From an optimization exercise on the open Yosys and OpenROAD flow, aimed at a short achievable clock period and few clock cycles per item; shortcuts taken in it are not production practice.
The RTL was checked by simulation tests, not by an equivalence proof against the original design.
In every run shown here, the design's own scripts or RTL, not TritonCTS, make the clock network.
The flow treats the clock pin as an ideal source. Dropping or thinning the clock tree relies on that and would not hold on a real chip.
No activity file was given, so power comes from the tool's default toggle rates.

### flow/flow/run.sh
#!/bin/bash
# The standard layout, with the clock tree built by pre_cts.tcl instead of
# TritonCTS, and the port buffers made buf_8 cells from the start (instead of
# the smallest buffer, which repair then has to grow). make's output goes to
# make_finish.log here; each ORFS step keeps its own log under orfs/logs.
set -euo pipefail
work=$(pwd)
bash standard.sh PRE_CTS_TCL="$work/flow/pre_cts.tcl" \
  BUFFER_PORTS_ARGS="-buffer_cell sky130_fd_sc_hd__buf_8" finish > "$work/make_finish.log" 2>&1
### flow/flow/clock_plan.py
#!/usr/bin/env python3
"""Plan a clock tree bottom-up for pre_cts.tcl.

Usage: clock_plan.py sinks.txt plan.txt SPEC
sinks.txt holds 'index x y' lines (um). SPEC is a comma list of cell:fanout from the
leaf level up; the last level is the single root driver. Each level splits the loads
below it (sinks, or the drivers of the level below) into groups of near equal size by
recursive cuts across the longer side of their bounding box, and places a driver at
each group's centroid."""
import math
import sys


def bisect(pts, ids, k):
    if k <= 1:
        return [ids]
    xs = [pts[i][0] for i in ids]
    ys = [pts[i][1] for i in ids]
    axis = 0 if (max(xs) - min(xs)) >= (max(ys) - min(ys)) else 1
    order = sorted(ids, key=lambda i: pts[i][axis])
    k1 = k // 2
    n1 = int(round(len(ids) * k1 / k))
    return bisect(pts, order[:n1], k1) + bisect(pts, order[n1:], k - k1)


LEAF_SPAN = 140.0  # um: leaf groups wider than this (width plus height) are cut again


def narrow(pts, groups):
    out = []
    for g in groups:
        xs = [pts[i][0] for i in g]
        ys = [pts[i][1] for i in g]
        if len(g) > 1 and (max(xs) - min(xs)) + (max(ys) - min(ys)) > LEAF_SPAN:
            out += narrow(pts, bisect(pts, g, 2))
        else:
            out.append(g)
    return out


def main():
    ids, pts = [], []
    for line in open(sys.argv[1]):
        i, x, y = line.split()
        ids.append(i)
        pts.append((float(x), float(y)))
    spec = [(c, int(f)) for c, f in (s.split(":") for s in sys.argv[3].split(","))]
    weight = [1.0] * len(pts)
    below = [("sink", i) for i in ids]
    out = []
    for lvl, (cell, cap) in enumerate(spec):
        n = len(pts)
        k = 1 if lvl == len(spec) - 1 else max(1, math.ceil(n / cap))
        groups = bisect(pts, list(range(n)), k)
        if lvl == 0:
            groups = narrow(pts, groups)
        cen, wts = [], []
        for gi, g in enumerate(groups):
            w = sum(weight[m] for m in g)
            cx = sum(pts[m][0] * weight[m] for m in g) / w
            cy = sum(pts[m][1] * weight[m] for m in g) / w
            cen.append((cx, cy))
            wts.append(w)
            out.append(f"drv {lvl} {gi} {cell} {cx:.2f} {cy:.2f}")
            for m in g:
                out.append(f"load {lvl} {gi} {below[m][0]} {below[m][1]}")
        sizes = [len(g) for g in groups]
        print(f"level {lvl} {cell}: {len(groups)} drivers, fanout {min(sizes)}-{max(sizes)}")
        pts, weight = cen, wts
        below = [(f"L{lvl}", gi) for gi in range(len(groups))]
    with open(sys.argv[2], "w") as f:
        f.write("\n".join(out) + "\n")


main()
### flow/flow/pre_cts.tcl
# Sourced by ORFS's cts.tcl before clock tree synthesis (PRE_CTS_TCL). Replaces
# TritonCTS's tree with a shallower one: clkbuf_16 leaf drivers over groups of
# flip-flops, fed by four levels of clkinv_16 (an even count, so the flip-flops
# see the clock's own polarity). Every flip-flop is the same number of cells from
# the clock port, and the groups at each level are of near equal size and placed
# at their loads' centroid, so the tree stays balanced.
set ::mycts_dir [file dirname [file normalize [info script]]]
set ::mycts_spec "clkbuf_16:20,clkinv_8:5,clkinv_16:5,clkinv_16:4,clkinv_16:0"

# Put each reset flip-flop that drives an output port (through its port buffer)
# next to that buffer, so the register-to-port paths are short. The detailed
# placement that follows in cts.tcl legalizes the moved cells.
proc pull_port_registers { } {
  set block [ord::get_db_block]
  set moved 0
  foreach bt [$block getBTerms] {
    if { [$bt getIoType] ne "OUTPUT" } { continue }
    set net [$bt getNet]
    if { $net eq "NULL" } { continue }
    set buf ""
    foreach it [$net getITerms] {
      if { [$it isOutputSignal] } { set buf [$it getInst] }
    }
    if { $buf eq "" } { continue }
    set in_net ""
    foreach it [$buf getITerms] {
      if { [$it isInputSignal] } { set in_net [$it getNet] }
    }
    if { $in_net eq "" || $in_net eq "NULL" } { continue }
    set reg ""
    foreach it [$in_net getITerms] {
      if { [$it isOutputSignal] } { set reg [$it getInst] }
    }
    if { $reg eq "" || ![[$reg getMaster] isSequential] } { continue }
    # Only the small control registers: the data registers' inputs come
    # from wide multiplexers that are better left where placement put them
    if { ![string match *dfrtp* [[$reg getMaster] getName]] } { continue }
    set bb [$buf getBBox]
    set w [[$reg getMaster] getWidth]
    set bx [$bb xMin]
    set by [$bb yMin]
    set core [$block getCoreArea]
    if { $bx - $w >= [$core xMin] } { set x [expr {$bx - $w}] } else { set x [$bb xMax] }
    $reg setLocation $x $by
    incr moved
  }
  puts "moved $moved port registers next to their port buffers"
}

proc my_clock_tree { args } {
  pull_port_registers
  set db [ord::get_db]
  set block [ord::get_db_block]
  set clk_src [lindex [get_property [lindex [all_clocks] 0] sources] 0]
  set clk_net [$block findNet [get_full_name $clk_src]]
  set dbu [$block getDbUnitsPerMicron]
  set tmp [file join $::env(RESULTS_DIR) clock_sinks.txt]
  set plan [file join $::env(RESULTS_DIR) clock_plan.txt]
  set f [open $tmp w]
  set sinks {}
  foreach it [$clk_net getITerms] {
    set inst [$it getInst]
    set box [$inst getBBox]
    set x [expr {([$box xMin] + [$box xMax]) / 2.0 / $dbu}]
    set y [expr {([$box yMin] + [$box yMax]) / 2.0 / $dbu}]
    puts $f "[llength $sinks] $x $y"
    lappend sinks $it
  }
  close $f
  puts [exec python3 [file join $::mycts_dir clock_plan.py] $tmp $plan $::mycts_spec]
  foreach it $sinks { $it disconnect }
  set pf [open $plan r]
  set lines [split [read $pf] "\n"]
  close $pf
  set nlev 0
  foreach line $lines {
    if { [lindex $line 0] ne "drv" } { continue }
    lassign $line kind lvl gi cell x y
    set master [$db findMaster sky130_fd_sc_hd__$cell]
    set name "clktree_l${lvl}_${gi}"
    set inst [odb::dbInst_create $block $master $name]
    $inst setLocation [expr {int($x * $dbu)}] [expr {int($y * $dbu)}]
    $inst setPlacementStatus PLACED
    set out [odb::dbNet_create $block "${name}_net"]
    $out setSigType CLOCK
    set opin [expr {[string match *inv* $cell] ? "Y" : "X"}]
    [$inst findITerm $opin] connect $out
    set drv_net($lvl,$gi) $out
    set drv_in($lvl,$gi) [$inst findITerm A]
    if { $lvl + 1 > $nlev } { set nlev [expr {$lvl + 1}] }
  }
  foreach line $lines {
    if { [lindex $line 0] ne "load" } { continue }
    lassign $line kind lvl gi what id
    if { $what eq "sink" } {
      [lindex $sinks $id] connect $drv_net($lvl,$gi)
    } else {
      $drv_in([string range $what 1 end],$id) connect $drv_net($lvl,$gi)
    }
  }
  $drv_in([expr {$nlev - 1}],0) connect $clk_net
  $clk_net setSigType CLOCK
  global_connect
  set_propagated_clock [all_clocks]
  puts "clock tree: $nlev levels, [llength $sinks] sinks"
}

rename clock_tree_synthesis tritoncts_clock_tree_synthesis
proc clock_tree_synthesis { args } { my_clock_tree }
### flow/standard.sh
#!/bin/bash
# synth_recipe.tcl (not shown) runs the flow's synth.tcl, then flattens the netlist and writes it again
# the make line also repeats each setting of config.mk as NAME=value (left out here)
make -C /OpenROAD-flow-scripts/flow DESIGN_CONFIG=/design/flow/config.mk WORK_HOME=/design/flow/orfs CLKGATE_MAP_FILE= SYNTH_SCRIPT=/design/flow/synth_recipe.tcl "${@:-finish}"
### flow/config.mk
export PLATFORM = sky130hd
export DESIGN_NAME = primReplayTop
export DESIGN_NICKNAME = primReplayTop
export VERILOG_FILES = /design/flow/design.v
export SDC_FILE = /design/flow/constraint.sdc
export NUM_CORES = 4
export LEC_CHECK = 0
export ABC_CLOCK_PERIOD_IN_PS = 1500
export CAP_MARGIN = 20
export CORE_MARGIN = 2
export CORE_UTILIZATION = 45
export SETUP_SLACK_MARGIN = 2.6
export SLEW_MARGIN = 20
### flow/constraint.sdc
create_clock -name core_clock -period 5.0 [get_ports {OSC_50_BANK6}]
set_input_delay 1.0000 -clock core_clock [delete_from_list [all_inputs] [get_ports {OSC_50_BANK6}]]
set_output_delay 1.0000 -clock core_clock [all_outputs]
set_load 0.01 [all_outputs]
### flow/design.v
`timescale 1ns/1ps
package primTypesPkg;
   typedef logic [64-1:0] primWord_t;
   typedef logic [2:0] laneIdx_t;
   typedef logic [5-1:0] fillLevel_t;   
   typedef logic [5-1:0] laneMask_t;     
endpackage
`timescale 1ns/1ps
package ctrlTypesPkg;
   typedef enum logic [1:0] {
      Idle  = 2'd0,
      Hold  = 2'd1,
      Clear = 2'd2,    
      Armed = 2'd3
   } rstPhase_t;
   typedef enum logic [1:0] {
      None = 2'b00,
      Eob  = 2'b10,    
      Sob  = 2'b11     
   } burstMark_t;
endpackage
`timescale 1ns/1ps
module replayController (
   input  logic                    OSC_50_BANK6,
   input  logic                    rstN,
   input  logic                    hostReq,
   input  primTypesPkg::laneIdx_t  hostLane,
   input  primTypesPkg::primWord_t hostData,
   input  logic                    ctrlStart,
   input  logic                    startButtonN,
   input  logic [3:0]              detectorUnderInit,
   input  logic                    clearActive,
   input  primTypesPkg::laneMask_t txDone,      
   output logic                    hostAck,
   output logic                    burst,
   output primTypesPkg::laneMask_t refillIrq,
   output primTypesPkg::laneMask_t polling,
   output logic                    acceptOk,    
   output logic                    stgAcc,      
   output primTypesPkg::laneIdx_t  stgLane,
   output primTypesPkg::primWord_t stgData
);
   logic                    laneOk;
   logic                    room;
   logic                    accept;
   logic                    ackN;        
   primTypesPkg::laneMask_t full;
   primTypesPkg::laneMask_t low;
   primTypesPkg::laneMask_t inc;
   primTypesPkg::fillLevel_t fill [5];
   primTypesPkg::fillLevel_t fillUp [5];
   primTypesPkg::fillLevel_t fillDown [5];
   assign laneOk = (hostLane < 5);
   assign room   = !laneOk || !full[hostLane];    
   assign accept   = hostReq && ackN && !clearActive && room;
   assign acceptOk = accept && laneOk;
   always_ff @(posedge OSC_50_BANK6 or negedge rstN) begin
      if (!rstN) begin
         hostAck <= 1'b0;
      end else if (accept) begin
         hostAck <= 1'b1;
      end else if (!hostReq) begin
         hostAck <= 1'b0;    
      end
   end
   always_ff @(posedge OSC_50_BANK6 or negedge rstN) begin
      if (!rstN) begin
         ackN <= 1'b1;
      end else if (accept) begin
         ackN <= 1'b0;
      end else if (!hostReq) begin
         ackN <= 1'b1;
      end
   end
   always_ff @(posedge OSC_50_BANK6 or negedge rstN) begin
      if (!rstN) begin
         stgAcc <= 1'b0;
      end else begin
         stgAcc <= acceptOk;
      end
   end
   always_ff @(posedge OSC_50_BANK6) begin
      stgLane <= hostLane;
      stgData <= hostData;
   end
   for (genvar i = 0; i < 5; i++) begin : gFill
      assign inc[i]  = stgAcc && (stgLane == primTypesPkg::laneIdx_t'(i));
      assign full[i] = fill[i][5-1];    
      assign low[i]  = !fill[i][4] && !fill[i][3] && !(inc[i] && (&fill[i][2:0]));
      assign fillUp[i]   = fill[i] + primTypesPkg::fillLevel_t'(inc[i]);
      assign fillDown[i] = fillUp[i] - 1'b1;
      always_ff @(posedge OSC_50_BANK6 or negedge rstN) begin
         if (!rstN) begin
            fill[i] <= '0;
         end else if (clearActive) begin
            fill[i] <= '0;
         end else begin
            fill[i] <= txDone[i] ? fillDown[i] : fillUp[i];
         end
      end
   end
   assign burst = ctrlStart | ~startButtonN;    
   always_ff @(posedge OSC_50_BANK6 or negedge rstN) begin
      if (!rstN) begin
         refillIrq <= '0;
         polling   <= '0;
      end else if (burst) begin
         refillIrq <= low;
         polling   <= low;
      end else begin
         refillIrq <= primTypesPkg::laneMask_t'(detectorUnderInit);
         polling   <= '0;
      end
   end
endmodule
`timescale 1ns/1ps
module primLaneBank (
   input  logic                    OSC_50_BANK6,
   input  logic                    rstN,
   input  logic                    clear,      
   input  primTypesPkg::laneMask_t wrEn,       
   input  primTypesPkg::primWord_t wrData,
   input  primTypesPkg::laneMask_t rdEn,       
   input  primTypesPkg::laneMask_t wrEnNext,   
   input  primTypesPkg::laneMask_t rdEnNext,
   output logic [5-1:0][64-1:0] head,
   output primTypesPkg::laneMask_t nonEmptyNext    
);
   for (genvar i = 0; i < 5; i++) begin : gLane
      primTypesPkg::primWord_t  ent [16];
      logic [16:0]     occ;        
      logic [16:0]     occNext;
      logic [16-1:0]   shiftIn;
      logic [16-1:0]   writeIn;
      assign nonEmptyNext[i] = !clear && (wrEn[i] || !(occ[0] || occ[1]) || (occ[1] && !rdEn[i]));
      always_comb begin
         occNext = occ;
         if (clear) begin
            occNext = (16+1)'(1);
         end else if (wrEn[i] && !rdEn[i]) begin
            occNext = occ << 1;
         end else if (!wrEn[i] && rdEn[i]) begin
            occNext = occ >> 1;
         end
      end
      always_ff @(posedge OSC_50_BANK6 or negedge rstN) begin
         if (!rstN) begin
            occ     <= (16+1)'(1);
            shiftIn <= '0;
            writeIn <= '0;
         end else begin
            occ <= occNext;
            for (int j = 0; j < 16; j++) begin
               shiftIn[j] <= rdEnNext[i] && !(wrEnNext[i] && occNext[j + 1]);
               writeIn[j] <= wrEnNext[i] && (rdEnNext[i] ? occNext[j + 1] : occNext[j]);
            end
         end
      end
      for (genvar j = 0; j < 16; j++) begin : gEnt
         always_ff @(posedge OSC_50_BANK6) begin
            if (shiftIn[j] && (j < 16 - 1)) begin
               ent[j] <= ent[(j < 16 - 1) ? j + 1 : j];
            end else if (writeIn[j]) begin
               ent[j] <= wrData;
            end
         end
      end
      assign head[i] = ent[0];
   end
endmodule
`timescale 1ns/1ps
module laneDrainArbiter (
   input  logic                    OSC_50_BANK6,
   input  logic                    rstN,
   input  logic                    txReady,
   input  logic                    clearActive,
   input  logic                    clearNext,
   output logic                    txValid,
   output primTypesPkg::primWord_t txData,
   output primTypesPkg::laneIdx_t  txLane,
   output primTypesPkg::laneMask_t txDone,     
   input  logic                    acceptOk,
   input  primTypesPkg::laneIdx_t  hostLane,
   input  primTypesPkg::primWord_t hostData,
   output primTypesPkg::laneMask_t wrEn,
   output primTypesPkg::laneMask_t rdEn,
   output primTypesPkg::laneMask_t wrEnAhead,    
   output primTypesPkg::laneMask_t rdEnAhead,
   input  logic [5-1:0][64-1:0] head,
   input  primTypesPkg::laneMask_t nonEmptyNext
);
   primTypesPkg::laneMask_t selLane;    
   logic      selHost;                  
   logic      take;                     
   primTypesPkg::laneMask_t popLane;    
   logic      b0Valid;                  
   primTypesPkg::primWord_t b0Data;
   primTypesPkg::laneIdx_t  b0Lane;
   logic      b1Valid;
   primTypesPkg::primWord_t b1Data;
   primTypesPkg::laneIdx_t  b1Lane;
   logic      vldN;                     
   logic      tCounted;                 
   primTypesPkg::primWord_t tShData;
   primTypesPkg::laneIdx_t  tShLane;
   logic      tFree;
   logic      hold;
   logic      hostOk;
   logic      tFromB0;                  
   logic      bypass;                   
   logic      incoming;                 
   logic      srcValid;
   logic      tValidNext;
   logic      b0ValidNext;
   logic      b1ValidNext;
   logic      takeNext;
   logic      stgPendNext;
   logic      anyNext;
   primTypesPkg::laneMask_t selLaneNext;
   primTypesPkg::laneMask_t wrEnNext;
   primTypesPkg::primWord_t srcData;
   primTypesPkg::laneIdx_t  srcLane;
   primTypesPkg::primWord_t tIn;
   primTypesPkg::laneIdx_t  tInLane;
   assign tFree    = vldN || txReady;
   assign hold     = !vldN && !txReady;
   assign hostOk   = selHost && acceptOk;
   assign srcValid = (|selLane) || hostOk;
   assign tFromB0  = !clearActive && tFree && b0Valid;
   assign bypass   = take && hostOk && !b0Valid && tFree;
   assign incoming = take && srcValid && !bypass;
   assign rdEn      = popLane;
   assign wrEnAhead = wrEnNext;
   assign rdEnAhead = takeNext ? selLaneNext : '0;
   assign stgPendNext = acceptOk && !(selHost && take);
   for (genvar i = 0; i < 5; i++) begin : gLane
      assign wrEnNext[i] = stgPendNext && (hostLane == primTypesPkg::laneIdx_t'(i));
      assign txDone[i]   = !vldN && txReady && tCounted && (tShLane == primTypesPkg::laneIdx_t'(i));
   end
   always_comb begin
      selLaneNext = '0;
      for (int i = 5 - 1; i >= 0; i--) begin
         if (nonEmptyNext[i]) begin
            selLaneNext = primTypesPkg::laneMask_t'(1) << i;
         end
      end
   end
   assign anyNext = |nonEmptyNext;
   assign b0ValidNext = !clearActive && (tFromB0 ? (b1Valid || incoming) : (b0Valid || incoming));
   assign b1ValidNext = !clearActive && (tFromB0 ? (b1Valid && incoming) : (b1Valid || (b0Valid && incoming)));
   assign takeNext    = !b1ValidNext && !clearNext;
   always_ff @(posedge OSC_50_BANK6 or negedge rstN) begin
      if (!rstN) begin
         selLane <= '0;
         selHost <= 1'b1;
         wrEn    <= '0;
         take    <= 1'b1;
         popLane <= '0;
         b0Valid <= 1'b0;
         b1Valid <= 1'b0;
      end else begin
         selLane <= selLaneNext;
         selHost <= !anyNext;
         wrEn    <= wrEnNext;
         take    <= takeNext;
         popLane <= rdEnAhead;
         b0Valid <= b0ValidNext;
         b1Valid <= b1ValidNext;
      end
   end
   always_comb begin
      srcData = selHost ? hostData : '0;
      srcLane = selHost ? hostLane : '0;
      for (int i = 0; i < 5; i++) begin
         if (selLane[i]) begin
            srcData = srcData | head[i];
            srcLane = srcLane | primTypesPkg::laneIdx_t'(i);
         end
      end
   end
   always_ff @(posedge OSC_50_BANK6) begin
      if (tFromB0) begin
         b0Data <= b1Valid ? b1Data : srcData;
         b0Lane <= b1Valid ? b1Lane : srcLane;
      end else if (!b0Valid) begin
         b0Data <= srcData;
         b0Lane <= srcLane;
      end
      if (tFromB0 ? !b1Valid : (b0Valid && !b1Valid)) begin
         b1Data <= srcData;
         b1Lane <= srcLane;
      end
   end
   assign tValidNext = hold || (!clearActive && (b0Valid || bypass));
   always_ff @(posedge OSC_50_BANK6 or negedge rstN) begin
      if (!rstN) begin
         txValid  <= 1'b0;
         vldN     <= 1'b1;
         tCounted <= 1'b0;
      end else begin
         txValid <= tValidNext;
         vldN    <= !tValidNext;
         if (clearActive) begin
            tCounted <= 1'b0;    
         end else if (tFree) begin
            tCounted <= 1'b1;
         end
      end
   end
   assign tIn     = b0Valid ? b0Data : hostData;
   assign tInLane = b0Valid ? b0Lane : hostLane;
   always_ff @(posedge OSC_50_BANK6) begin
      txData <= hold ? tShData : tIn;
      txLane <= hold ? tShLane : tInLane;
   end
   always_ff @(posedge OSC_50_BANK6 or negedge rstN) begin
      if (!rstN) begin
         tShData <= '0;
         tShLane <= '0;
      end else if (!hold) begin
         tShData <= tIn;
         tShLane <= tInLane;
      end
   end
endmodule
`timescale 1ns/1ps
module burstMarkerGen (
   input  logic OSC_50_BANK6,
   input  logic rstN,
   input  logic burst,
   output logic ECRST,
   output logic BCRST,
   output logic syncOut
);
   localparam int CntW = $clog2(4 + 1);
   logic            burstQ;
   logic            burstQN;      
   logic            burstPrev;
   logic [CntW-1:0] markCnt;      
   ctrlTypesPkg::burstMark_t      mark;
   always_ff @(posedge OSC_50_BANK6 or negedge rstN) begin
      if (!rstN) begin
         burstQ    <= 1'b0;
         burstQN   <= 1'b1;
         burstPrev <= 1'b0;
         markCnt   <= '0;
         mark      <= ctrlTypesPkg::None;
      end else begin
         burstQ    <= burst;
         burstQN   <= !burst;
         burstPrev <= !burstQN;
         if (!burstQN != burstPrev) begin    
            mark    <= !burstQN ? ctrlTypesPkg::Sob : ctrlTypesPkg::Eob;
            markCnt <= CntW'(4 - 1);
         end else if (markCnt != '0) begin
            markCnt <= markCnt - 1'b1;
         end else begin
            mark <= ctrlTypesPkg::None;
         end
      end
   end
   assign {ECRST, BCRST} = mark;
   assign syncOut        = burstQ;    
endmodule
`timescale 1ns/1ps
module resetSequencer (
   input  logic OSC_50_BANK6,
   input  logic rstN,
   input  logic rearmCmd,
   output logic clearActive,
   output logic clearNext,      
   output logic sysReady
);
   localparam int CntW = $clog2(650 + 1);
   ctrlTypesPkg::rstPhase_t phase;
   ctrlTypesPkg::rstPhase_t phaseNext;
   logic [CntW-1:0] cycleCnt;    
   logic [CntW-1:0] cycleCntNext;
   always_comb begin
      phaseNext    = phase;
      cycleCntNext = cycleCnt;
      case (phase)
         ctrlTypesPkg::Idle: begin
            cycleCntNext = '0;
            phaseNext    = ctrlTypesPkg::Hold;
         end
         ctrlTypesPkg::Hold: begin
            if (cycleCnt < CntW'(200)) begin
               cycleCntNext = cycleCnt + 1'b1;
            end else begin
               phaseNext = ctrlTypesPkg::Clear;
            end
         end
         ctrlTypesPkg::Clear: begin
            if (cycleCnt < CntW'(650)) begin
               cycleCntNext = cycleCnt + 1'b1;
            end else begin
               phaseNext = ctrlTypesPkg::Armed;
            end
         end
         default: begin    
            if (rearmCmd) begin
               phaseNext = ctrlTypesPkg::Idle;
            end
         end
      endcase
   end
   assign clearNext = (phaseNext == ctrlTypesPkg::Clear);
   always_ff @(posedge OSC_50_BANK6 or negedge rstN) begin
      if (!rstN) begin
         phase       <= ctrlTypesPkg::Idle;
         cycleCnt    <= '0;
         clearActive <= 1'b0;
         sysReady    <= 1'b0;
      end else begin
         phase       <= phaseNext;
         cycleCnt    <= cycleCntNext;
         clearActive <= clearNext;
         sysReady    <= (phaseNext == ctrlTypesPkg::Armed);
      end
   end
endmodule
`timescale 1ns/1ps
module primReplayTop (
   input  logic                    OSC_50_BANK6,
   input  logic                    rstN,
   input  logic                    hostReq,
   input  primTypesPkg::laneIdx_t  hostLane,
   input  primTypesPkg::primWord_t hostData,
   input  logic                    ctrlStart,
   input  logic                    startButtonN,
   input  logic                    rearmCmd,
   input  logic [3:0]              detectorUnderInit,
   input  logic                    txReady,
   output logic                    hostAck,
   output logic                    txValid,
   output primTypesPkg::primWord_t txData,
   output primTypesPkg::laneIdx_t  txLane,
   output primTypesPkg::laneMask_t refillIrq,
   output primTypesPkg::laneMask_t polling,
   output logic                    ECRST,
   output logic                    BCRST,
   output logic                    syncOut,
   output logic                    sysReady
);
   logic burst;
   logic clearActive;    
   logic clearNext;
   logic                                   acceptOk;
   logic                                   stgAcc;
   primTypesPkg::laneIdx_t                 stgLane;
   primTypesPkg::primWord_t                stgData;
   primTypesPkg::laneMask_t                txDone;
   primTypesPkg::laneMask_t                wrEn;
   primTypesPkg::laneMask_t                rdEn;
   primTypesPkg::laneMask_t                wrEnAhead;
   primTypesPkg::laneMask_t                rdEnAhead;
   logic [5-1:0][64-1:0] head;
   primTypesPkg::laneMask_t                nonEmptyNext;
   resetSequencer resetSeq0 (
      .OSC_50_BANK6 (OSC_50_BANK6),
      .rstN         (rstN),
      .rearmCmd     (rearmCmd),
      .clearActive  (clearActive),
      .clearNext    (clearNext),
      .sysReady     (sysReady)
   );
   replayController controller0 (
      .OSC_50_BANK6      (OSC_50_BANK6),
      .rstN              (rstN),
      .hostReq           (hostReq),
      .hostLane          (hostLane),
      .hostData          (hostData),
      .ctrlStart         (ctrlStart),
      .startButtonN      (startButtonN),
      .detectorUnderInit (detectorUnderInit),
      .clearActive       (clearActive),
      .txDone            (txDone),
      .hostAck           (hostAck),
      .burst             (burst),
      .refillIrq         (refillIrq),
      .polling           (polling),
      .acceptOk          (acceptOk),
      .stgAcc            (stgAcc),
      .stgLane           (stgLane),
      .stgData           (stgData)
   );
   primLaneBank laneBank0 (
      .OSC_50_BANK6 (OSC_50_BANK6),
      .rstN         (rstN),
      .clear        (clearActive),
      .wrEn         (wrEn),
      .wrData       (stgData),
      .rdEn         (rdEn),
      .wrEnNext     (wrEnAhead),
      .rdEnNext     (rdEnAhead),
      .head         (head),
      .nonEmptyNext (nonEmptyNext)
   );
   laneDrainArbiter drainArb0 (
      .OSC_50_BANK6 (OSC_50_BANK6),
      .rstN         (rstN),
      .txReady      (txReady),
      .clearActive  (clearActive),
      .clearNext    (clearNext),
      .txValid      (txValid),
      .txData       (txData),
      .txLane       (txLane),
      .txDone       (txDone),
      .acceptOk     (acceptOk),
      .hostLane     (hostLane),
      .hostData     (hostData),
      .wrEn         (wrEn),
      .rdEn         (rdEn),
      .wrEnAhead    (wrEnAhead),
      .rdEnAhead    (rdEnAhead),
      .head         (head),
      .nonEmptyNext (nonEmptyNext)
   );
   burstMarkerGen markerGen0 (
      .OSC_50_BANK6 (OSC_50_BANK6),
      .rstN         (rstN),
      .burst        (burst),
      .ECRST        (ECRST),
      .BCRST        (BCRST),
      .syncOut      (syncOut)
   );
endmodule
==> results of run 1 <==
[logic make-up (layout without fill, tap and decap cells)]
kind of cell	after synthesis	after routing	share of synthesized area [%]
flip-flops	5776	5776	71.22
multiplexers	5039	5039	23.67
buffers and inverters	1235	982	1.960
AND/OR/NAND/NOR	612	618	1.286
AO/OA/AOI/OAI	558	561	1.613
XOR/XNOR	36	36	0.1320
adder cells (fa/ha/maj)	23	23	0.1204
other	0	14	0
[worst max-delay path: cells and delay by family (launching register included)]
family | cells | cell delay, ns
AO/OA/AOI/OAI | 4 | 0.50
AND/OR/NAND/NOR | 2 | 0.49
buffers and inverters | 7 | 1.09
adder cells (fa/ha/maj) | 1 | 0.16
flip-flops | 1 | 0.43
[report_power, final]
part           internal [mW]  total (mW)  switching (mW)
clock network           11.0        27.3            16.3
registers               67.0        71.6            4.57
logic                   13.6        31.6            18.1
[what timing repair did]
item / CTS / global route
setup buffers: 68 / 15
setup endpoints to repair: 949 / 437
pin swaps: 46 / 31
endpoints found under the hold margin: 0 / 0
gates resized for setup: 245 / 106
cloned: 17 / 2
[final timing paths]
check	slack [ns]	to	cells after the start
setup / recovery	2.21	laneBank0.gLane[4].writeIn[11]	14
hold / removal	0.18	drainArb0.txValid	1
setup reg to reg	2.21	laneBank0.gLane[4].writeIn[11]	14
hold reg to reg	0.47	markerGen0.burstPrev	1
max in group asynchronous	3.58	laneBank0.gLane[0].shiftIn[14]	2
min in group core_clock	0.28	controller0.stgData[19]	1
[cell type report]
class                      instances  area share, %
sequential                      5776          65.51
antenna                           14        0.01345
timing repair buffer             579          2.490
multi-input combinational       6277          25.22
tap                             6994          3.361
inverter                         114         0.6237
buffer                           289          2.777
[sequential cells by signal (all words and copies together) (netlist names), 4 cells and up]
signal                   count
controller0.stgData         64
controller0.polling          4
controller0.refillIrq        5
drainArb0.selLane            5
laneBank0.gLane.shiftIn     75
laneBank0.gLane.writeIn     80
drainArb0.b0Data            64
drainArb0.popLane            5
controller0.fill            25
drainArb0.txData            64
drainArb0.b1Data            64
drainArb0.tShData           64
drainArb0.wrEn               5
resetSeq0.cycleCnt          10
laneBank0.gLane.ent       5120
laneBank0.gLane.occ         85
[layer usage]
layer  wire length (µm)  share of wire (%)  up-vias
li1                   -                  -    50656
met1             283100                 44    63706
met2             288900                 45     4541
met3              55900                8.6      857
met4              19900                3.1        8
met5                 55             0.0085        -
[per-stage QoR]
stage / util [%] / hold WS, ns / instances / instance area (µm²)
3_5_place_dp: 47.09 / 0.4442 / 19561 / 249000
6_report: 49.24 / 0.1766 / 20043 / 260400
2_1_floorplan: - / 0.4266 / 13279 / 239600
4_1_cts: 49.10 / 0.1561 / 20009 / 259600
3_3_place_gp: 47.07 / 0.4501 / 19557 / 248900
5_1_grt: 49.23 / 0.1905 / 20029 / 260400
[Yosys cell counts (58+ instances only)]
library cell  count  area (µm²)
nand2_1         180       675.7
clkbuf_1       1149        4313
a22oi_1         195        1464
o21ai_0         104       520.5
mux2_2         4876       54910
dfxtp_1         134        2683
a211oi_1         58       435.4
nor2_1           82       307.8
dfrtp_1         378        9459
a21oi_1         101       505.5
nand3_1         107       535.5
edfxtp_1       5254      157800
mux2i_1         151        1511
or2_2            80       500.5
==> summary.md, run 1 <==
| Metric | Value |
|---|---|
| Status | `complete, no violations` |
| Routed vias | `119.8k` |
| Main synth FF type | `edfxtp_1` |
| Max Clock Skew | `0.1082 ns` |
| GRT Total Usage | `23.47%` |
| Fraction of registers with async set/reset | `6.717%` |
| Sequential area share after synthesis | `71.22%` |
| Design Power | `130.5 mW` |
| Crit Reg-Reg Startpoint | `resetSeq0.phase[1]` |
| CP most frequent cell | `buf_12` |
| Total grt overflow | `0` |
| Max Freq | `358.9 MHz` |
| Area of the multi-input gates | `65680 µm²` |
| WS Path Type | `flip-flop to flip-flop` |
| PortBufs | `160` |
| Syn nets | `13.38k` |
| Area delta synth->final | `8.976%` |
| Synth cell types | `75` |
| Met1 Use GR | `34.14%` |
| Core ar. | `528800 µm²` |
| Die ar. | `536800 µm²` |
| Peak VDD IR | `0.6180 mV` |
| Mapped cell area | `238900 µm²` |
| Commonest cells after routing, fill and taps aside | `edfxtp_1, mux2_2, buf_4` |
| Share of layout cells above drive strength 1 | `48.78%` |
| Final HPWL DP | `387900 µm` |
| Clock latency (worst-skew pair) | `0.84 ns` |
| Final Slew Violations | `0` |
| Worst-path cell chain | `buf_4 -> ha_4 -> nand2b_1 -> a21oi_4 -> nor4_4 -> bufinv_8 -> buf_6 -> o211ai_4 -> buf_12 -> buf_12 -> buf_16 -> buf_12 -> o21ai_4 -> a21oi_2` |
| PD cells | `501.3 nW/µm²` |
| Die Ht | `732.7 µm` |
| Placer Congestion | `0.9058` |
| Max-cap viol count | `0` |
| RSZ-0062 raised after global routing | `true` |
| Remaining DRCs | `0` |
| CP Launch Point | `resetSeq0.phase[1]` |
| CP peak stage delay | `0.43 ns` |
| M3 GR Usage | `5.092%` |
| Antenna violations before repair | `91` |
| Crit start category | `flip-flop` |
| Die Width | `732.7 µm` |
| Most common cell after layout, fill and taps aside | `edfxtp_1` |
| Initial DRC count | `14.28k` |
| FF/Latch Area | `170600 µm²` |
| Row count | `267` |
| Fin nets | `13.14k` |
| Final TNS setup | `0 ns` |
| Mapped Cells | `13.28k` |
| Largest net degree at the start of global routing | `102` |
| M2 GR Usage | `35.96%` |
| Crit-path max FO | `6` |
| WL/cell | `32.32 µm` |
| Class of the worst hold path | `input pin to async pin` |
| First-pass iteration count of the detailed router | `8` |
| Yosys warnings | `13` |
| Hold Violations, Final | `0` |
| Vias per inst | `5.976` |
| Slew at the pin with the worst max-slew slack | `1.191 ns` |
| Clock-pin slew on the worst setup and hold paths | `0.08 ns` |
| Crit path DAT | `3.53 ns` |
| # hold bufs at CTS | `0` |
| Post-synth EDFFs | `5254` |
| Min cycle time layout | `2.786 ns` |
| First-pass GRT wire length | `927800 µm` |
| Starting Density | `45.18%` |
| Worst Path Required | `5.74 ns` |
| Final Routed Wirelength | `647900 µm` |
| Relative slew slack | `20.60%` |
| Post-route antenna net violation count | `0` |
| Vias in the first global route | `122.1k` |
| Post-route clock period utilization | `55.73%` |
| IO Pins | `161` |
| Fillers | `42.85k` |
| Avg Inst Size Synth | `17.99 µm²` |
| Leakage | `84.20 nW` |
| Post-place setup slack | `1.341 ns` |
| Final WS setup | `2.214 ns` |
| Nature of the critical path endpoint | `flip-flop` |
| Worst path slowest cell | `dfrtp_2` |
| Gr busiest metal | `met2` |
| Setup-failing EPs final | `0` |
| Seq cells post-synth | `5776` |
Testbench counts, summed over its fixed seeds: cycles 23,760, items 9,584.
==> inputs of run 2 (changes only) <==
--- a/flow/design.v
+++ b/flow/design.v
@@ -376,6 +376,7 @@
    ctrlTypesPkg::rstPhase_t phaseNext;
    logic [CntW-1:0] cycleCnt;    
    logic [CntW-1:0] cycleCntNext;
+   logic            clearSoon;
    always_comb begin
       phaseNext    = phase;
       cycleCntNext = cycleCnt;
@@ -405,17 +406,26 @@
          end
       endcase
    end
-   assign clearNext = (phaseNext == ctrlTypesPkg::Clear);
+   always_comb begin
+      clearSoon = 1'b0;
+      case (phaseNext)
+         ctrlTypesPkg::Hold:  clearSoon = (cycleCntNext >= CntW'(200));
+         ctrlTypesPkg::Clear: clearSoon = (cycleCntNext < CntW'(650));
+         default:             clearSoon = 1'b0;
+      endcase
+   end
    always_ff @(posedge OSC_50_BANK6 or negedge rstN) begin
       if (!rstN) begin
          phase       <= ctrlTypesPkg::Idle;
          cycleCnt    <= '0;
          clearActive <= 1'b0;
+         clearNext   <= 1'b0;
          sysReady    <= 1'b0;
       end else begin
+         clearNext   <= clearSoon;
          phase       <= phaseNext;
          cycleCnt    <= cycleCntNext;
-         clearActive <= clearNext;
+         clearActive <= (phaseNext == ctrlTypesPkg::Clear);
          sysReady    <= (phaseNext == ctrlTypesPkg::Armed);
       end
    end
==> summary.md, run 2 <==
| Metric | Value |
|---|---|
| WL/cell | `33.10 µm` |
| Seq cells post-synth | `5777` |
| Count leader, synth | `edfxtp_1` |
| Final HPWL DP | `399700 µm` |
| Syn nets | `13.39k` |
| Peak VDD IR | `0.3015 mV` |
| Commonest cells after routing, fill and taps aside | `edfxtp_1, mux2_2, buf_4` |
| Vias per inst | `6.000` |
| Dpl cells | `19.57k` |
| Fin nets | `13.14k` |
| Clock latency (worst-skew pair) | `0.86 ns` |
| Final Routed Wirelength | `663300 µm` |
| CP peak stage delay | `0.48 ns` |
| Crit Reg-Reg Startpoint | `controller0.fill[4][4]` |
| Slew at the pin with the worst max-slew slack | `1.212 ns` |
| CP Launch Point | `controller0.fill[4][4]` |
| Total grt overflow | `0` |
| Initial DRC count | `14.87k` |
| Max Clock Skew | `0.08794 ns` |
| Synth area leader | `edfxtp_1` |
| Switching Share | `22.88%` |
| Die Ht | `733.0 µm` |
| Sequential area share after synthesis | `71.17%` |
| Placer Congestion | `0.9049` |
| WHS | `0.08269 ns` |
| Clock-pin slew on the worst setup and hold paths | `0.09 ns` |
| Crit start category | `flip-flop` |
| Max-cap viol count | `0` |
| Delay-heaviest family, CP | `compound AO/OA/AOI/OAI gates` |
| Final TNS setup | `0 ns` |
| Synth cell types | `81` |
| R2R Path End | `laneBank0.gLane[0].writeIn[0]` |
| Starting Density | `45.19%` |
| Most flop-heavy register | `laneBank0.gLane.ent` |
| Combinational share of power | `5.2%` |
| Post-synth top cells | `edfxtp_1, mux2_2, clkbuf_1, dfrtp_1, a22oi_1` |
| Worst path bufs/invs | `4` |
| Status | `complete, no violations` |
| Vias in the first global route | `121.7k` |
| Leakage | `81.93 nW` |
| Reg2reg path depth | `11` |
| Fillers | `42.80k` |
| Crit-path max FO | `6` |
| RSZ-0062 raised after global routing | `true` |
| Clk network pwr share | `31.9%` |
| GRT Total Usage | `23.96%` |
| Hold Violations, Final | `0` |
| Core ar. | `529200 µm²` |
| Crit path DAT | `3.46 ns` |
| Top Registers | `laneBank0.gLane.ent x5120, laneBank0.gLane.occ x85, laneBank0.gLane.writeIn x80` |
| CP most frequent cell | `buf_12` |
| Die Width | `733.0 µm` |
| Design Power | `86.05 mW` |
| Worst path slowest cell | `or4b_4` |
| Routed vias | `120.2k` |
| Main area contributors after synthesis | `edfxtp_1, mux2_2, dfrtp_1` |
| Most common cell after layout, fill and taps aside | `edfxtp_1` |
| Relative slew slack | `19.18%` |
| Post-synth EDFFs | `5254` |
| Min cycle time layout | `2.769 ns` |
| Reg power frac | `63.0%` |
| Fraction of registers with async set/reset | `6.734%` |
| First-pass iteration count of the detailed router | `6` |
| Finished Layout Cells | `20.04k` |
| Mapped Cells | `13.29k` |
| Row count | `267` |
| Mapped cell area | `239100 µm²` |
| Remaining DRCs | `0` |
| Post-route clock period utilization | `55.38%` |
| First-pass GRT wire length | `940600 µm` |
| Flop2flop setup slack | `2.23 ns` |
| IO Pins | `161` |
| Yosys warnings | `13` |
| Setup-failing EPs final | `0` |
| Top cell type's share of synthesized area | `65.97%` |
| Worst-path cell chain | `or4b_4 -> o31a_4 -> a211oi_4 -> o211a_4 -> a21oi_4 -> buf_12 -> buf_8 -> nand2_4 -> buf_12 -> inv_8 -> o221a_4` |
| Largest net degree at the start of global routing | `119` |
| Worst Path Required | `5.69 ns` |
| Die ar. | `537300 µm²` |
| Final WS setup | `2.231 ns` |
| Sw Pwr | `19.69 mW` |
| PD cells | `330.5 nW/µm²` |
| Max Freq | `361.2 MHz` |
| Antenna violations before repair | `88` |
| Nature of the critical path endpoint | `flip-flop` |
| PortBufs | `160` |
| # hold bufs at CTS | `0` |
| Avg Inst Size Synth | `18.00 µm²` |
| Main synth FF type | `edfxtp_1` |
| Post-place setup slack | `0.6769 ns` |
| Share of layout cells above drive strength 1 | `48.58%` |
| Class of the worst hold path | `input pin to async pin` |
| WS Path Type | `flip-flop to flip-flop` |
| Post-route antenna net violation count | `0` |
| Area delta synth->final | `8.880%` |
| Final Slew Violations | `0` |
| Int Pwr | `66.36 mW` |
| Largest register FFs | `5120` |
[run 2: power groups by stage]
| stage | clock network, mW | registers (mW) | logic, mW |
|---|---|---|---|
| finish | 27.4 | 54.2 | 4.45 |
| global route | 29.5 | 54.2 | 4.78 |
| CTS | 28.0 | 54.2 | 4.41 |
| detailed placement | 0 | 55.3 | 4.32 |
| global placement | 0 | 55.3 | 4.25 |
| floorplan | 0 | 54.6 | 2.86 |
[run 2: layout make-up]
type	count	area [µm²]	area share (%)
well taps	6994	8751	3.361
flip-flops and latches	5777	170600	65.53
repair inverters	6	67.56	0.02595
plain buffers	290	7257	2.787
repair buffers	562	6356	2.441
multi-input cells	6285	65660	25.22
inverters	115	1637	0.6285
diodes	12	30.03	0.01153
[run 2: cell families (layout without fill, tap and decap cells)]
logic type	count (synthesis)	after routing	synth area share, %
simple gates	571	584	1.211
compound gates	580	581	1.651
xor+xnor	36	36	0.1318
fa+ha+maj	22	22	0.1151
buf+inv	1237	973	1.976
flops	5777	5777	71.17
other cells	0	12	0
mux	5062	5062	23.74
[run 2: worst max path at each step]
stage	end	slack (ns)	cells after the start
finish	laneBank0.gLane[0].writeIn[0]	2.23	11
detailed placement	laneBank0.gLane[0].writeIn[9]	0.68	11
CTS	laneBank0.gLane[0].writeIn[9]	2.24	11
global route	laneBank0.gLane[0].writeIn[0]	2.17	11
floorplan	laneBank0.gLane[2].shiftIn[0]	1.94	9
global placement	laneBank0.gLane[0].writeIn[6]	0.74	11
[run 2: worst register-to-register path, cell delays in order (launching register included)]
cell	delay, ns
dfrtp_2	0.44
or4b_4	0.48
o31a_4	0.16
a211oi_4	0.37
o211a_4	0.25
a21oi_4	0.07
buf_12	0.16
buf_8	0.14
nand2_4	0.07
buf_12	0.14
inv_8	0.06
o221a_4	0.27
[run 2: through the flow]
step / cell area, µm² / util [%]
after floorplan: 239500 / -
after global placement: 248900 / 47.03
after detailed placement: 248900 / 47.04
after CTS: 259100 / 48.96
after global routing: 260400 / 49.20
final: 260400 / 49.21
[run 2: what timing repair did]
item	CTS	global route
pin swaps	23	44
gates cloned	16	6
endpoints found under the setup margin	1485	667
setup buffers	50	21
gates resized for setup	232	175
[run 2: metal layers]
metal  wire length (µm)  track usage, %  share of wire, %
met1             290500           35.40                44
met2             292400           35.96                44
met4              21380           6.433               3.2
met3              59070           5.189               8.9
met5                 27               0            0.0041
Testbench counts of run 2, summed over its fixed seeds: cycles 23,760, items 9,584.
==> inputs of run 3 (changes only) <==
--- a/flow/config.mk
+++ b/flow/config.mk
@@ -9,5 +9,5 @@
 export CAP_MARGIN = 20
 export CORE_MARGIN = 2
 export CORE_UTILIZATION = 45
-export SETUP_SLACK_MARGIN = 2.6
+export SETUP_SLACK_MARGIN = 2.5
 export SLEW_MARGIN = 20
==> summary.md, run 3 <==
| Metric | Value |
|---|---|
| Min cycle time layout | `2.751 ns` |
| Top cell type's share of synthesized area | `65.97%` |
| Placer Congestion | `0.9189` |
| RSZ-0062 raised after global routing | `true` |
| Flop2flop setup slack | `2.25 ns` |
| Max Clock Skew | `0.07876 ns` |
| Sequential area share after synthesis | `71.17%` |
| Reg2reg path depth | `4` |
| Antenna violations before repair | `89` |
| Finished Layout Cells | `20.02k` |
| Final Routed Wirelength | `655300 µm` |
| Commonest cells after routing, fill and taps aside | `edfxtp_1, mux2_2, buf_4` |
| Starting Density | `45.19%` |
| Yosys warnings | `13` |
| Routed vias | `119.8k` |
| Vias in the first global route | `122.0k` |
| Vias per inst | `5.987` |
| Mapped Cells | `13.29k` |
| Final TNS setup | `0 ns` |
| Area of the multi-input gates | `65060 µm²` |
| Peak VDD IR | `0.3798 mV` |
| Syn nets | `13.39k` |
| Max Freq | `363.5 MHz` |
| Fin nets | `13.11k` |
| Relative slew slack | `20.16%` |
| Crit start category | `flip-flop` |
| Count leader, synth | `edfxtp_1` |
| Max-cap viol count | `0` |
| Die ar. | `537300 µm²` |
| Fin area | `259500 µm²` |
| WS Path Type | `flip-flop to flip-flop` |
| Initial DRC count | `15.51k` |
| Final Slew Violations | `0` |
| PD cells | `331.8 nW/µm²` |
| CP peak stage delay | `1.06 ns` |
| Status | `complete, no violations` |
| Post-route antenna net violation count | `0` |
| FF/Latch Area | `170600 µm²` |
| Die Ht | `733.0 µm` |
| Crit path DAT | `3.31 ns` |
| Leakage | `81.76 nW` |
| Clock-pin slew on the worst setup and hold paths | `0.08 ns` |
| Worst-path cell chain | `buf_4 -> a22oi_1 -> nand3_1 -> mux2_2` |
| First-pass GRT wire length | `936400 µm` |
| GRT Total Usage | `23.71%` |
| Remaining DRCs | `0` |
| Avg Inst Size Synth | `18.00 µm²` |
| Most flop-heavy register | `laneBank0.gLane.ent` |
| Share of layout cells above drive strength 1 | `47.91%` |
| Synth cell types | `81` |
| Setup-failing EPs final | `0` |
| WHS | `0.2972 ns` |
| Final WS setup | `2.249 ns` |
| First-pass iteration count of the detailed router | `5` |
| Worst path slowest cell | `a22oi_1` |
| IO Pins | `161` |
| Most common cell after layout, fill and taps aside | `edfxtp_1` |
| Final HPWL DP | `393700 µm` |
| Crit-path max FO | `64` |
| # hold bufs at CTS | `0` |
| Dpl cells | `19.56k` |
| Largest register FFs | `5120` |
| Slew at the pin with the worst max-slew slack | `1.198 ns` |
| Post-place setup slack | `0.9710 ns` |
| Hold Violations, Final | `0` |
| Total grt overflow | `0` |
| Seq cells post-synth | `5777` |
| Post-synth top cells | `edfxtp_1, mux2_2, clkbuf_1, dfrtp_1, a22oi_1` |
| Area delta synth->final | `8.508%` |
| Synth area leader | `edfxtp_1` |
| Largest net degree at the start of global routing | `123` |
| Post-route clock period utilization | `55.03%` |
| Main synth FF type | `edfxtp_1` |
| Fillers | `42.97k` |
| Post-Place Cell Area | `248900 µm²` |
| Fraction of registers with async set/reset | `6.734%` |
| Post-synth EDFFs | `5254` |
| Die Width | `733.0 µm` |
| PortBufs | `160` |
| R2R Path End | `drainArb0.b0Data[10]` |
| Class of the worst hold path | `input pin to async pin` |
| Top Registers | `laneBank0.gLane.ent x5120, laneBank0.gLane.occ x85, laneBank0.gLane.writeIn x80` |
| Row count | `267` |
| Main area contributors after synthesis | `edfxtp_1, mux2_2, dfrtp_1` |
| Clock latency (worst-skew pair) | `0.81 ns` |
| Worst Path Required | `5.56 ns` |
| Nature of the critical path endpoint | `flip-flop` |
| Core ar. | `529200 µm²` |
| Crit Reg-Reg Startpoint | `drainArb0.selLane[0]` |
| WL/cell | `32.74 µm` |
| Mapped cell area | `239100 µm²` |
run 3: cell types whose count changed in the layout (fill, tap and decap cells not counted), moves of 7 or more:
cell	before	now
a21oi_2	90	83
a22oi_1	167	198
a22oi_2	36	5
buf_4	297	320
buf_6	47	21
dfxtp_1	51	69
dfxtp_2	13	0
nand3_1	82	96
nand3_4	12	0
o21ai_0	81	92
o21ai_1	17	7
run 3: power by group:
group	total [mW]	internal (mW)	switching [mW]
logic	4.41	2.06	2.35
registers	54.1	53.2	0.910
clock network	27.5	11.1	16.4
run 3: worst max-delay path: cells and delay by family (launching register included):
kind	cells	cell delay, ns
flops	1	0.43
compound gates	1	1.06
mux	1	0.34
simple gates	1	0.23
buf+inv	1	0.40
run 3: metal layers:
| layer | vias to the layer above | GRT usage (%) | wire [µm] |
|---|---|---|---|
| li1 | 50589 | - | - |
| met5 | - | 0 | 65 |
| met1 | 63564 | 35.24 | 286700 |
| met2 | 4851 | 35.74 | 288600 |
| met3 | 821 | 4.757 | 58860 |
| met4 | 10 | 6.143 | 21140 |
run 3: logic make-up after synthesis:
logic type / synth area share, %
fa+ha+maj: 0.1151
buf+inv: 1.976
xor+xnor: 0.1318
flops: 71.17
simple gates: 1.211
compound gates: 1.651
mux: 23.74
run 3: area by class of cell:
cell class	count	area share, %
timing repair buffer	550	2.346
timing repair inverter	3	0.01302
sequential	5777	65.74
tap	6994	3.372
inverter	116	0.6336
antenna	12	0.01157
multi-input combinational	6274	25.07
buffer	291	2.806
run 3: repair_timing:
| item | CTS | global route |
|---|---|---|
| buffers inserted | 51 | 13 |
| pin swaps | 15 | 20 |
| gates resized for setup | 169 | 77 |
| gates cloned | 10 | 1 |
| setup endpoints to repair | 963 | 317 |
run 3: worst max-delay path by stage:
stage                                     end                   from  slack [ns]  cells after the start
2_1_floorplan   laneBank0.gLane[2].shiftIn[0]            hostLane[0]        1.94                      9
3_3_place_gp   laneBank0.gLane[2].shiftIn[12]            hostLane[0]         1.0                      8
3_5_place_dp   laneBank0.gLane[2].shiftIn[12]            hostLane[0]        0.97                      8
4_1_cts         laneBank0.gLane[4].writeIn[3]  resetSeq0.clearActive        2.28                     11
5_1_grt         laneBank0.gLane[2].writeIn[5]  resetSeq0.clearActive        2.24                     10
6_report                 drainArb0.b0Data[10]   drainArb0.selLane[0]        2.25                      4
run 3: metrics by stage:
step	util [%]	power, mW
2_1_floorplan	-	57.45
3_3_place_gp	47.02	59.48
3_5_place_dp	47.04	59.55
4_1_cts	48.92	86.62
5_1_grt	49.03	88.58
6_report	49.04	86.09

static timing again, ports no longer ideal:
How much do the figures lean on ideal ports? The routed layouts below were timed once more, with nothing changed but the port constraints.
Step 1 sets driving cells, clkbuf_16 on the clock port and buf_2 on the other inputs (assumed; they add their load-dependent delay and slew).
Step 2, shift: input delay + t, output delay - t, t = (earliest + latest rising clock arrival at the registers) / 2. This alone moves slack from input paths to output paths.
a / b / c = ideal ports / drivers / drivers and shift; a / b = the first two.
run | t, ns | slack for setup (ns) | clock arrival spread, ns | worst data-port slew with drivers (ns) | cell pins on the clock port's net
run 1 | 0.952 | 2.214 / 2.214 / 1.577 | 0.114 / 0.114 | 0.15 | 1
run 2 | 0.973 | 2.231 / 2.231 / 1.378 | 0.089 / 0.090 | 0.22 | 1
run 3 | 0.926 | 2.249 / 2.249 / 1.439 | 0.087 / 0.087 | 0.19 | 1
After both steps setup and hold are still met in every run listed. The setup slack of run 2, which loses most, moves by 0.000 ns with the drivers and by -0.853 ns with both steps.
